Background: an optimization exercise with open tools, aiming at small area, a short achievable clock period and few clock cycles. Do not read the settings as production practice.
Where RTL was checked, it was by simulation tests only, not by an equivalence proof against the original.
No activity file was given, so power comes from the tool's default toggle rates.

==> build 90: inputs <==
==> flow/design.v <==
package rpvd_pkg;
    localparam int COLUMN_BITS    = 12;
    localparam int ROW_BITS       = 12;
    localparam int VALUE_BITS     = 32;
    localparam int THRESHOLD_BITS = 31;
    localparam int BOUND_BITS     = 32;
    localparam int CFG_INDEX_BITS = 3;
    localparam int CFG_DATA_BITS  = 32;
    typedef enum logic [CFG_INDEX_BITS-1:0] {
        REG_THRESHOLD          = 3'd0,
        REG_PEAK_GATE_ENABLE   = 3'd1,
        REG_PEAK_FLOOR         = 3'd2,
        REG_VALLEY_GATE_ENABLE = 3'd3,
        REG_VALLEY_CEILING     = 3'd4
    } cfg_reg_t;
    typedef struct packed {
        logic [THRESHOLD_BITS-1:0] threshold;
        logic                      peak_gate_enable;
        logic [BOUND_BITS-1:0]     peak_floor;
        logic                      valley_gate_enable;
        logic [BOUND_BITS-1:0]     valley_ceiling;
    } cfg_t;
    typedef struct packed {
        logic                   is_valley;
        logic [COLUMN_BITS-1:0] column;
        logic [ROW_BITS-1:0]    row;
        logic [VALUE_BITS-1:0]  value;
    } result_t;
endpackage
module rpvd_cfg (
    input  logic                                clk,
    input  logic                                rst_n,
    input  logic                                cfg_valid,
    output logic                                cfg_ready,
    input  logic [rpvd_pkg::CFG_INDEX_BITS-1:0] cfg_index,
    input  logic [rpvd_pkg::CFG_DATA_BITS-1:0]  cfg_data,
    output rpvd_pkg::cfg_t                      cfg
);
    rpvd_pkg::cfg_t cfg_reg;
    rpvd_pkg::cfg_t cfg_next;
    assign cfg_ready = 1'b1;
    assign cfg       = cfg_reg;
    always_comb
    begin
        cfg_next = cfg_reg;
        if (cfg_valid)
        begin
            unique case (cfg_index)
                rpvd_pkg::REG_THRESHOLD:
                    cfg_next.threshold = cfg_data[rpvd_pkg::THRESHOLD_BITS-1:0];
                rpvd_pkg::REG_PEAK_GATE_ENABLE:
                    cfg_next.peak_gate_enable = cfg_data[0];
                rpvd_pkg::REG_PEAK_FLOOR:
                    cfg_next.peak_floor = cfg_data[rpvd_pkg::BOUND_BITS-1:0];
                rpvd_pkg::REG_VALLEY_GATE_ENABLE:
                    cfg_next.valley_gate_enable = cfg_data[0];
                rpvd_pkg::REG_VALLEY_CEILING:
                    cfg_next.valley_ceiling = cfg_data[rpvd_pkg::BOUND_BITS-1:0];
                default:
                    cfg_next = cfg_reg;
            endcase
        end
    end
    always_ff @(posedge clk or negedge rst_n)
    begin
        if (!rst_n)
        begin
            cfg_reg <= '0;
        end
        else
        begin
            cfg_reg <= cfg_next;
        end
    end
endmodule
module rpvd_core (
    input  logic                             clk,
    input  logic                             rst_n,
    input  logic                             sample_valid,
    output logic                             sample_ready,
    input  logic [31:0]                      sample,
    input  logic                             row_start,
    input  logic                             frame_start,
    input  rpvd_pkg::cfg_t                   cfg,
    output logic                             result_valid,
    input  logic                             result_ready,
    output logic                             is_valley,
    output logic [rpvd_pkg::COLUMN_BITS-1:0] column,
    output logic [rpvd_pkg::ROW_BITS-1:0]    row,
    output logic [rpvd_pkg::VALUE_BITS-1:0]  value
);
    logic               in_valid_reg, skid_valid_reg;
    logic signed [31:0] in_s, skid_s;
    logic               in_rs, in_fs, skid_rs, skid_fs;
    logic signed [31:0] a_value_reg, b_value_reg;
    logic [11:0]        a_column_reg, b_column_reg;
    logic [11:0]        column_reg, row_reg;
    logic               seek_reg;
    logic               result_valid_reg;
    logic               stall, consume, in_load, accept;
    logic               line_start;
    logic [11:0]        column_next, row_next;
    logic               beyond_a, beyond_b;
    logic               hit, gate_ok, event_valid;
    assign stall        = result_valid_reg && !result_ready;
    assign consume      = in_valid_reg && !stall;
    assign in_load      = !in_valid_reg || !stall;
    assign sample_ready = !skid_valid_reg;
    assign accept       = sample_valid && !skid_valid_reg;
    always_ff @(posedge clk or negedge rst_n)
    begin
        if (!rst_n)
        begin
            in_valid_reg   <= 1'b0;
            skid_valid_reg <= 1'b0;
        end
        else if (in_load)
        begin
            in_valid_reg   <= skid_valid_reg || accept;
            skid_valid_reg <= 1'b0;
        end
        else if (accept)
        begin
            skid_valid_reg <= 1'b1;
        end
    end
    always_ff @(posedge clk)
    begin
        if (in_load)
        begin
            if (skid_valid_reg)
            begin
                in_s  <= skid_s;
                in_rs <= skid_rs;
                in_fs <= skid_fs;
            end
            else
            begin
                in_s  <= sample;
                in_rs <= row_start;
                in_fs <= frame_start;
            end
        end
        if (!skid_valid_reg)
        begin
            skid_s  <= sample;
            skid_rs <= row_start;
            skid_fs <= frame_start;
        end
    end
    assign line_start = in_rs || in_fs;
    always_comb
    begin
        if (line_start)
            column_next = '0;
        else if (column_reg != 12'hFFF)
            column_next = column_reg + 1'b1;
        else
            column_next = column_reg;
        if (in_fs)
            row_next = '0;
        else if (in_rs && row_reg != 12'hFFF)
            row_next = row_reg + 1'b1;
        else
            row_next = row_reg;
    end
    function automatic logic carry_out(input logic [63:0] g_in, input logic [63:0] p_in);
        logic [63:0] g, p;
        g = g_in;
        p = p_in;
        for (int w = 1; w < 64; w = w * 2)
        begin
            for (int i = 0; i + w < 64; i = i + 2 * w)
            begin
                g[i] = g[i + w] | (p[i + w] & g[i]);
                p[i] = p[i + w] & p[i];
            end
        end
        carry_out = g[0];
    endfunction
    function automatic logic less(input logic [31:0] x, input logic [31:0] y);
        logic [31:0] xu, yu;
        logic [63:0] g, p;
        xu = x ^ 32'h8000_0000;
        yu = y ^ 32'h8000_0000;
        g  = {32'h0000_0000, ~xu & yu};
        p  = {32'hFFFF_FFFF, ~xu | yu};
        less = carry_out(g, p);
    endfunction
    function automatic logic less_plus(input logic [31:0] x, input logic [30:0] t,
                                       input logic [31:0] y);
        logic [33:0] xe, te, yn, sum, cy;
        logic [63:0] g, p;
        xe  = {{2{x[31]}}, x};
        te  = {3'b000, t};
        yn  = ~{{2{y[31]}}, y};
        sum = xe ^ te ^ yn;
        cy  = {(xe[32:0] & te[32:0]) | (xe[32:0] & yn[32:0]) | (te[32:0] & yn[32:0]), 1'b1};
        g   = {31'h0, sum[32:0] & cy[32:0]};
        p   = {31'h7FFF_FFFF, sum[32:0] | cy[32:0]};
        less_plus = sum[33] ^ cy[33] ^ carry_out(g, p);
    endfunction
    logic [31:0] a_lo, a_hi, b_lo, b_hi, h_lo, h_hi, k_lo, k_hi;
    assign a_lo = seek_reg ? a_value_reg : in_s;
    assign a_hi = seek_reg ? in_s : a_value_reg;
    assign b_lo = seek_reg ? in_s : b_value_reg;
    assign b_hi = seek_reg ? b_value_reg : in_s;
    assign h_lo = seek_reg ? in_s : a_value_reg;
    assign h_hi = seek_reg ? a_value_reg : in_s;
    assign k_lo = seek_reg ? cfg.peak_floor : a_value_reg;
    assign k_hi = seek_reg ? a_value_reg : cfg.valley_ceiling;
    assign beyond_a = less(a_lo, a_hi);
    assign beyond_b = less(b_lo, b_hi);
    assign hit      = !line_start && less_plus(h_lo, cfg.threshold, h_hi);
    assign gate_ok  = (a_column_reg != '0)
                      && ((seek_reg ? !cfg.peak_gate_enable : !cfg.valley_gate_enable)
                          || less(k_lo, k_hi));
    assign event_valid = consume && hit && gate_ok;
    always_ff @(posedge clk or negedge rst_n)
    begin
        if (!rst_n)
        begin
            a_value_reg  <= '0;
            a_column_reg <= '0;
            b_value_reg  <= '0;
            b_column_reg <= '0;
            column_reg   <= '0;
            row_reg      <= '0;
            seek_reg     <= 1'b1;
        end
        else if (consume)
        begin
            column_reg <= column_next;
            row_reg    <= row_next;
            if (in_fs)
                seek_reg <= 1'b1;
            else if (hit)
                seek_reg <= !seek_reg;
            if (line_start || beyond_a || hit)
            begin
                a_value_reg  <= in_s;
                a_column_reg <= column_next;
            end
            if (hit)
            begin
                b_value_reg  <= a_value_reg;
                b_column_reg <= a_column_reg;
            end
            else if (line_start || beyond_b)
            begin
                b_value_reg  <= in_s;
                b_column_reg <= column_next;
            end
        end
    end
    always_ff @(posedge clk or negedge rst_n)
    begin
        if (!rst_n)
            result_valid_reg <= 1'b0;
        else if (!stall)
            result_valid_reg <= event_valid;
    end
    assign result_valid = result_valid_reg;
    assign is_valley    = seek_reg;
    assign column       = b_column_reg;
    assign row          = row_reg;
    assign value        = b_value_reg;
endmodule
module row_peak_valley_detector #(
    parameter int MAX_COLUMNS = 4096,
    parameter int MAX_ROWS    = 4096,
    parameter int SAMPLE_BITS = 32
) (
    input  logic                                clk,
    input  logic                                rst_n,
    input  logic                                cfg_valid,
    output logic                                cfg_ready,
    input  logic [rpvd_pkg::CFG_INDEX_BITS-1:0] cfg_index,
    input  logic [rpvd_pkg::CFG_DATA_BITS-1:0]  cfg_data,
    input  logic                                sample_valid,
    output logic                                sample_ready,
    input  logic [SAMPLE_BITS-1:0]              sample,
    input  logic                                row_start,
    input  logic                                frame_start,
    output logic                                result_valid,
    input  logic                                result_ready,
    output logic                                is_valley,
    output logic [rpvd_pkg::COLUMN_BITS-1:0]    column,
    output logic [rpvd_pkg::ROW_BITS-1:0]       row,
    output logic [rpvd_pkg::VALUE_BITS-1:0]     value
);
    rpvd_pkg::cfg_t cfg;
    rpvd_cfg u_cfg (
        .clk       (clk),
        .rst_n     (rst_n),
        .cfg_valid (cfg_valid),
        .cfg_ready (cfg_ready),
        .cfg_index (cfg_index),
        .cfg_data  (cfg_data),
        .cfg       (cfg)
    );
    rpvd_core u_core (
        .clk          (clk),
        .rst_n        (rst_n),
        .sample_valid (sample_valid),
        .sample_ready (sample_ready),
        .sample       (sample),
        .row_start    (row_start),
        .frame_start  (frame_start),
        .cfg          (cfg),
        .result_valid (result_valid),
        .result_ready (result_ready),
        .is_valley    (is_valley),
        .column       (column),
        .row          (row),
        .value        (value)
    );
endmodule
==> flow/run.sh <==
#!/bin/bash
# synth_recipe.tcl (not shown) runs the flow's synth.tcl, then flattens the netlist and writes it again
# the make line also repeats each setting of config.mk as NAME=value (left out here)
make -C /OpenROAD-flow-scripts/flow DESIGN_CONFIG=/design/flow/config.mk WORK_HOME=/design/flow/orfs CLKGATE_MAP_FILE= SYNTH_SCRIPT=/design/flow/synth_recipe.tcl finish
==> flow/config.mk <==
export PLATFORM = sky130hd
export DESIGN_NAME = row_peak_valley_detector
export DESIGN_NICKNAME = row_peak_valley_detector
export VERILOG_FILES = /design/flow/design.v
export SDC_FILE = /design/flow/constraint.sdc
export NUM_CORES = 4
export LEC_CHECK = 0
export CAP_MARGIN = 20
export CORE_MARGIN = 2
export CORE_UTILIZATION = 40
export PLACE_DENSITY = 0.6
export SETUP_SLACK_MARGIN = 0.5
export SLEW_MARGIN = 20
==> flow/constraint.sdc <==
create_clock -name core_clock -period 10.0 [get_ports {clk}]
set_input_delay 2.0000 -clock core_clock [delete_from_list [all_inputs] [get_ports {clk}]]
set_output_delay 2.0000 -clock core_clock [all_outputs]
set_load 0.01 [all_outputs]
==> inputs of trial 14, as changes to build 90 <==
--- a/flow/design.v
+++ b/flow/design.v
@@ -39,36 +39,20 @@
     rpvd_pkg::cfg_t cfg_reg;
-    rpvd_pkg::cfg_t cfg_next;
+    logic [rpvd_pkg::CFG_DATA_BITS-1:0] data;
+    logic           write;
     assign cfg_ready = 1'b1;
     assign cfg       = cfg_reg;
-    always_comb
-    begin
-        cfg_next = cfg_reg;
-        if (cfg_valid)
-        begin
-            unique case (cfg_index)
-                rpvd_pkg::REG_THRESHOLD:
-                    cfg_next.threshold = cfg_data[rpvd_pkg::THRESHOLD_BITS-1:0];
-                rpvd_pkg::REG_PEAK_GATE_ENABLE:
-                    cfg_next.peak_gate_enable = cfg_data[0];
-                rpvd_pkg::REG_PEAK_FLOOR:
-                    cfg_next.peak_floor = cfg_data[rpvd_pkg::BOUND_BITS-1:0];
-                rpvd_pkg::REG_VALLEY_GATE_ENABLE:
-                    cfg_next.valley_gate_enable = cfg_data[0];
-                rpvd_pkg::REG_VALLEY_CEILING:
-                    cfg_next.valley_ceiling = cfg_data[rpvd_pkg::BOUND_BITS-1:0];
-                default:
-                    cfg_next = cfg_reg;
-            endcase
-        end
-    end
-    always_ff @(posedge clk or negedge rst_n)
+    assign data      = rst_n ? cfg_data : '0;
+    assign write     = !rst_n || cfg_valid;
+    always_ff @(posedge clk)
     begin
-        if (!rst_n)
-        begin
-            cfg_reg <= '0;
-        end
-        else
-        begin
-            cfg_reg <= cfg_next;
-        end
+        if (write && (!rst_n || cfg_index == rpvd_pkg::REG_THRESHOLD))
+            cfg_reg.threshold <= data[rpvd_pkg::THRESHOLD_BITS-1:0];
+        if (write && (!rst_n || cfg_index == rpvd_pkg::REG_PEAK_GATE_ENABLE))
+            cfg_reg.peak_gate_enable <= data[0];
+        if (write && (!rst_n || cfg_index == rpvd_pkg::REG_PEAK_FLOOR))
+            cfg_reg.peak_floor <= data[rpvd_pkg::BOUND_BITS-1:0];
+        if (write && (!rst_n || cfg_index == rpvd_pkg::REG_VALLEY_GATE_ENABLE))
+            cfg_reg.valley_gate_enable <= data[0];
+        if (write && (!rst_n || cfg_index == rpvd_pkg::REG_VALLEY_CEILING))
+            cfg_reg.valley_ceiling <= data[rpvd_pkg::BOUND_BITS-1:0];
     end
@@ -91,3 +75,3 @@
 );
-    logic               in_valid_reg, skid_valid_reg;
+    logic               in_valid_reg, skid_valid_reg, ready_reg;
     logic signed [31:0] in_s, skid_s;
@@ -99,2 +83,3 @@
     logic               result_valid_reg;
+    logic               is_valley_reg;
     logic               stall, consume, in_load, accept;
@@ -102,3 +87,3 @@
     logic [11:0]        column_next, row_next;
-    logic               beyond_a, beyond_b;
+    logic               beyond_a;
     logic               hit, gate_ok, event_valid;
@@ -107,3 +92,3 @@
     assign in_load      = !in_valid_reg || !stall;
-    assign sample_ready = !skid_valid_reg;
+    assign sample_ready = ready_reg;
     assign accept       = sample_valid && !skid_valid_reg;
@@ -115,2 +100,3 @@
             skid_valid_reg <= 1'b0;
+            ready_reg      <= 1'b1;
         end
@@ -120,2 +106,3 @@
             skid_valid_reg <= 1'b0;
+            ready_reg      <= 1'b1;
         end
@@ -124,2 +111,3 @@
             skid_valid_reg <= 1'b1;
+            ready_reg      <= 1'b0;
         end
@@ -180,2 +168,18 @@
     endfunction
+    function automatic logic [1:0] order(input logic [31:0] x, input logic [31:0] y);
+        logic [31:0] lt, gt;
+        lt = ~x & y;
+        gt = x & ~y;
+        lt[31] = x[31] & ~y[31];
+        gt[31] = ~x[31] & y[31];
+        for (int w = 1; w < 32; w = w * 2)
+        begin
+            for (int i = 0; i + w < 32; i = i + 2 * w)
+            begin
+                lt[i] = lt[i + w] | (~gt[i + w] & lt[i]);
+                gt[i] = gt[i + w] | (~lt[i + w] & gt[i]);
+            end
+        end
+        order = {lt[0], gt[0]};
+    endfunction
     function automatic logic less(input logic [31:0] x, input logic [31:0] y);
@@ -189,27 +193,27 @@
     endfunction
-    function automatic logic less_plus(input logic [31:0] x, input logic [30:0] t,
-                                       input logic [31:0] y);
-        logic [33:0] xe, te, yn, sum, cy;
-        logic [63:0] g, p;
+    function automatic logic [1:0] hysteresis(input logic [31:0] x, input logic [30:0] t,
+                                              input logic [31:0] y);
+        logic [33:0] xe, te, ye, sum, cx, cy;
+        logic [63:0] g, p, h, q;
         xe  = {{2{x[31]}}, x};
         te  = {3'b000, t};
-        yn  = ~{{2{y[31]}}, y};
-        sum = xe ^ te ^ yn;
-        cy  = {(xe[32:0] & te[32:0]) | (xe[32:0] & yn[32:0]) | (te[32:0] & yn[32:0]), 1'b1};
-        g   = {31'h0, sum[32:0] & cy[32:0]};
-        p   = {31'h7FFF_FFFF, sum[32:0] | cy[32:0]};
-        less_plus = sum[33] ^ cy[33] ^ carry_out(g, p);
+        ye  = {{2{y[31]}}, y};
+        sum = xe ^ te ^ ~ye;
+        cx  = {(xe[32:0] & te[32:0]) | (xe[32:0] & ~ye[32:0]) | (te[32:0] & ~ye[32:0]), 1'b1};
+        cy  = {(ye[32:0] & te[32:0]) | (ye[32:0] & ~xe[32:0]) | (te[32:0] & ~xe[32:0]), 1'b1};
+        g   = {31'h0, sum[32:0] & cx[32:0]};
+        p   = {31'h7FFF_FFFF, sum[32:0] | cx[32:0]};
+        h   = {31'h0, sum[32:0] & cy[32:0]};
+        q   = {31'h7FFF_FFFF, sum[32:0] | cy[32:0]};
+        hysteresis = {sum[33] ^ cx[33] ^ carry_out(g, p), sum[33] ^ cy[33] ^ carry_out(h, q)};
     endfunction
-    logic [31:0] a_lo, a_hi, b_lo, b_hi, h_lo, h_hi, k_lo, k_hi;
-    assign a_lo = seek_reg ? a_value_reg : in_s;
-    assign a_hi = seek_reg ? in_s : a_value_reg;
-    assign b_lo = seek_reg ? in_s : b_value_reg;
-    assign b_hi = seek_reg ? b_value_reg : in_s;
-    assign h_lo = seek_reg ? in_s : a_value_reg;
-    assign h_hi = seek_reg ? a_value_reg : in_s;
+    logic [1:0]  order_a;
+    logic        peak_cond, valley_cond;
+    logic [31:0] k_lo, k_hi;
+    assign order_a     = order(in_s, a_value_reg);
+    assign beyond_a    = seek_reg ? order_a[0] : order_a[1];
+    assign {peak_cond, valley_cond} = hysteresis(in_s, cfg.threshold, a_value_reg);
+    assign hit         = !line_start && (seek_reg ? peak_cond : valley_cond);
     assign k_lo = seek_reg ? cfg.peak_floor : a_value_reg;
     assign k_hi = seek_reg ? a_value_reg : cfg.valley_ceiling;
-    assign beyond_a = less(a_lo, a_hi);
-    assign beyond_b = less(b_lo, b_hi);
-    assign hit      = !line_start && less_plus(h_lo, cfg.threshold, h_hi);
     assign gate_ok  = (a_column_reg != '0)
@@ -224,4 +228,2 @@
             a_column_reg <= '0;
-            b_value_reg  <= '0;
-            b_column_reg <= '0;
             column_reg   <= '0;
@@ -243,12 +245,10 @@
             end
-            if (hit)
-            begin
-                b_value_reg  <= a_value_reg;
-                b_column_reg <= a_column_reg;
-            end
-            else if (line_start || beyond_b)
-            begin
-                b_value_reg  <= in_s;
-                b_column_reg <= column_next;
-            end
+        end
+    end
+    always_ff @(posedge clk)
+    begin
+        if (consume && hit)
+        begin
+            b_value_reg  <= a_value_reg;
+            b_column_reg <= a_column_reg;
         end
@@ -258,8 +258,15 @@
         if (!rst_n)
+        begin
             result_valid_reg <= 1'b0;
+            is_valley_reg    <= 1'b0;
+        end
         else if (!stall)
+        begin
             result_valid_reg <= event_valid;
+            if (event_valid)
+                is_valley_reg <= !seek_reg;
+        end
     end
     assign result_valid = result_valid_reg;
-    assign is_valley    = seek_reg;
+    assign is_valley    = is_valley_reg;
     assign column       = b_column_reg;
==> flow/flow/run.sh (new file) <==
#!/bin/bash
# The standard layout (standard.sh), with these changes:
# - timing repair aims for a setup slack of 6.5 ns (a 10 ns clock, so about 3.5 ns);
# - the port buffers are plain sky130_fd_sc_hd__buf_1 cells;
# - the clock tree clusters up to 30 flip-flops per leaf buffer.
# The full output of the ORFS make run goes to flow.log.
bash standard.sh SETUP_SLACK_MARGIN=6.5 "BUFFER_PORTS_ARGS=-buffer_cell sky130_fd_sc_hd__buf_1" CTS_CLUSTER_SIZE=30 CTS_CLUSTER_DIAMETER=80  finish > flow.log 2>&1
==> flow/standard.sh (new file) <==
#!/bin/bash
# synth_recipe.tcl (not shown) runs the flow's synth.tcl, then flattens the netlist and writes it again
# the make line also repeats each setting of config.mk as NAME=value (left out here)
make -C /OpenROAD-flow-scripts/flow DESIGN_CONFIG=/design/flow/config.mk WORK_HOME=/design/flow/orfs CLKGATE_MAP_FILE= SYNTH_SCRIPT=/design/flow/synth_recipe.tcl "${@:-finish}"
removed: flow/run.sh
==> comparison <==
Against build 90, the die area of trial 14 is lower by about 13%. Between trial 14 and build 90, the lower clock skew is in build 90 (gap 6.0 ps). In build 90 the final cell count is higher than in trial 14, by about 22%. Clock power: trial 14 is smaller than build 90 (38%). In trial 14 the global-route usage is lower than in build 90, by 1.0 points. In trial 14 the sequential share of layout area is higher than in build 90, by 10 points. Against trial 14, the power of build 90 is larger by 74%. Against trial 14, the wire length of build 90 is higher by about 17%. In build 90 the via count is higher than in trial 14, by 23%.
==> figures <==
item	trial 14	build 90
Fraction of layout instances using a drive strength above 1	0.1772	0.1499
Fillers	3108	3712
Met3 demand-to-capacity share in global routing	0.02625	0.02854
Post-synth net total	1268	1625
Clock network fraction of total power	0.238	0.221
Routed wire length on met2	17.52 mm	21.32 mm
Post-Layout Inst Area	16500 µm²	18950 µm²
Outcome	no timing/DRC/antenna violations	no timing/DRC/antenna violations
Sequential element share of the synthesized area	0.5573	0.4379
Final core area utilization	0.4790	0.4780
Well-Tap Cells	455	525
Footprint of the flip-flops and latches	7810 µm²	7037 µm²
Count of nets after finishing	1462	1739
GR met2 Demand/Resource	0.3266	0.3645
Global routing usage on met1	0.2648	0.2615
Count of multi-input combinational gates	739	1067
Slew margin rel.	0.3346	0.3420
Buffers inserted by post-CTS timing repair	22	0
Simple-gate share of the synthesized area	0.1031	0.1166
Testbench counts of trial 14, summed over its fixed seeds: cycles 64,112.
The RTL of build 90 was laid out without a check of its function.

[port drivers added, routing unchanged]
Ports are ideal in the flow. The routed layouts listed here were re-timed in OpenROAD.
Step 1 (the two cells are an assumption about what drives the block):
set clk [get_ports {clk}]
set_driving_cell -lib_cell sky130_fd_sc_hd__clkbuf_16 $clk
set_driving_cell -lib_cell sky130_fd_sc_hd__buf_2 [delete_from_list [all_inputs] $clk]
Step 2, shift: input delay + t, output delay - t, t = (earliest + latest rising clock arrival at the registers) / 2. This alone moves slack from input paths to output paths.
Three values: ideal ports, drivers, drivers and shift; two values: the first two.
run	shift t [ns]	setup WS [ns]	worst setup path at the end	latest minus earliest clock arrival (ns)
build 90	0.630	3.958 / 3.958 / 3.958	register to register	0.018 / 0.018
trial 14	0.558	6.201 / 6.201 / 5.947	input to register	0.024 / 0.024
After both steps every run listed still meets setup and hold. For trial 14, which loses most, drivers alone change the setup slack by 0.000 ns; drivers and shift together by -0.254 ns.
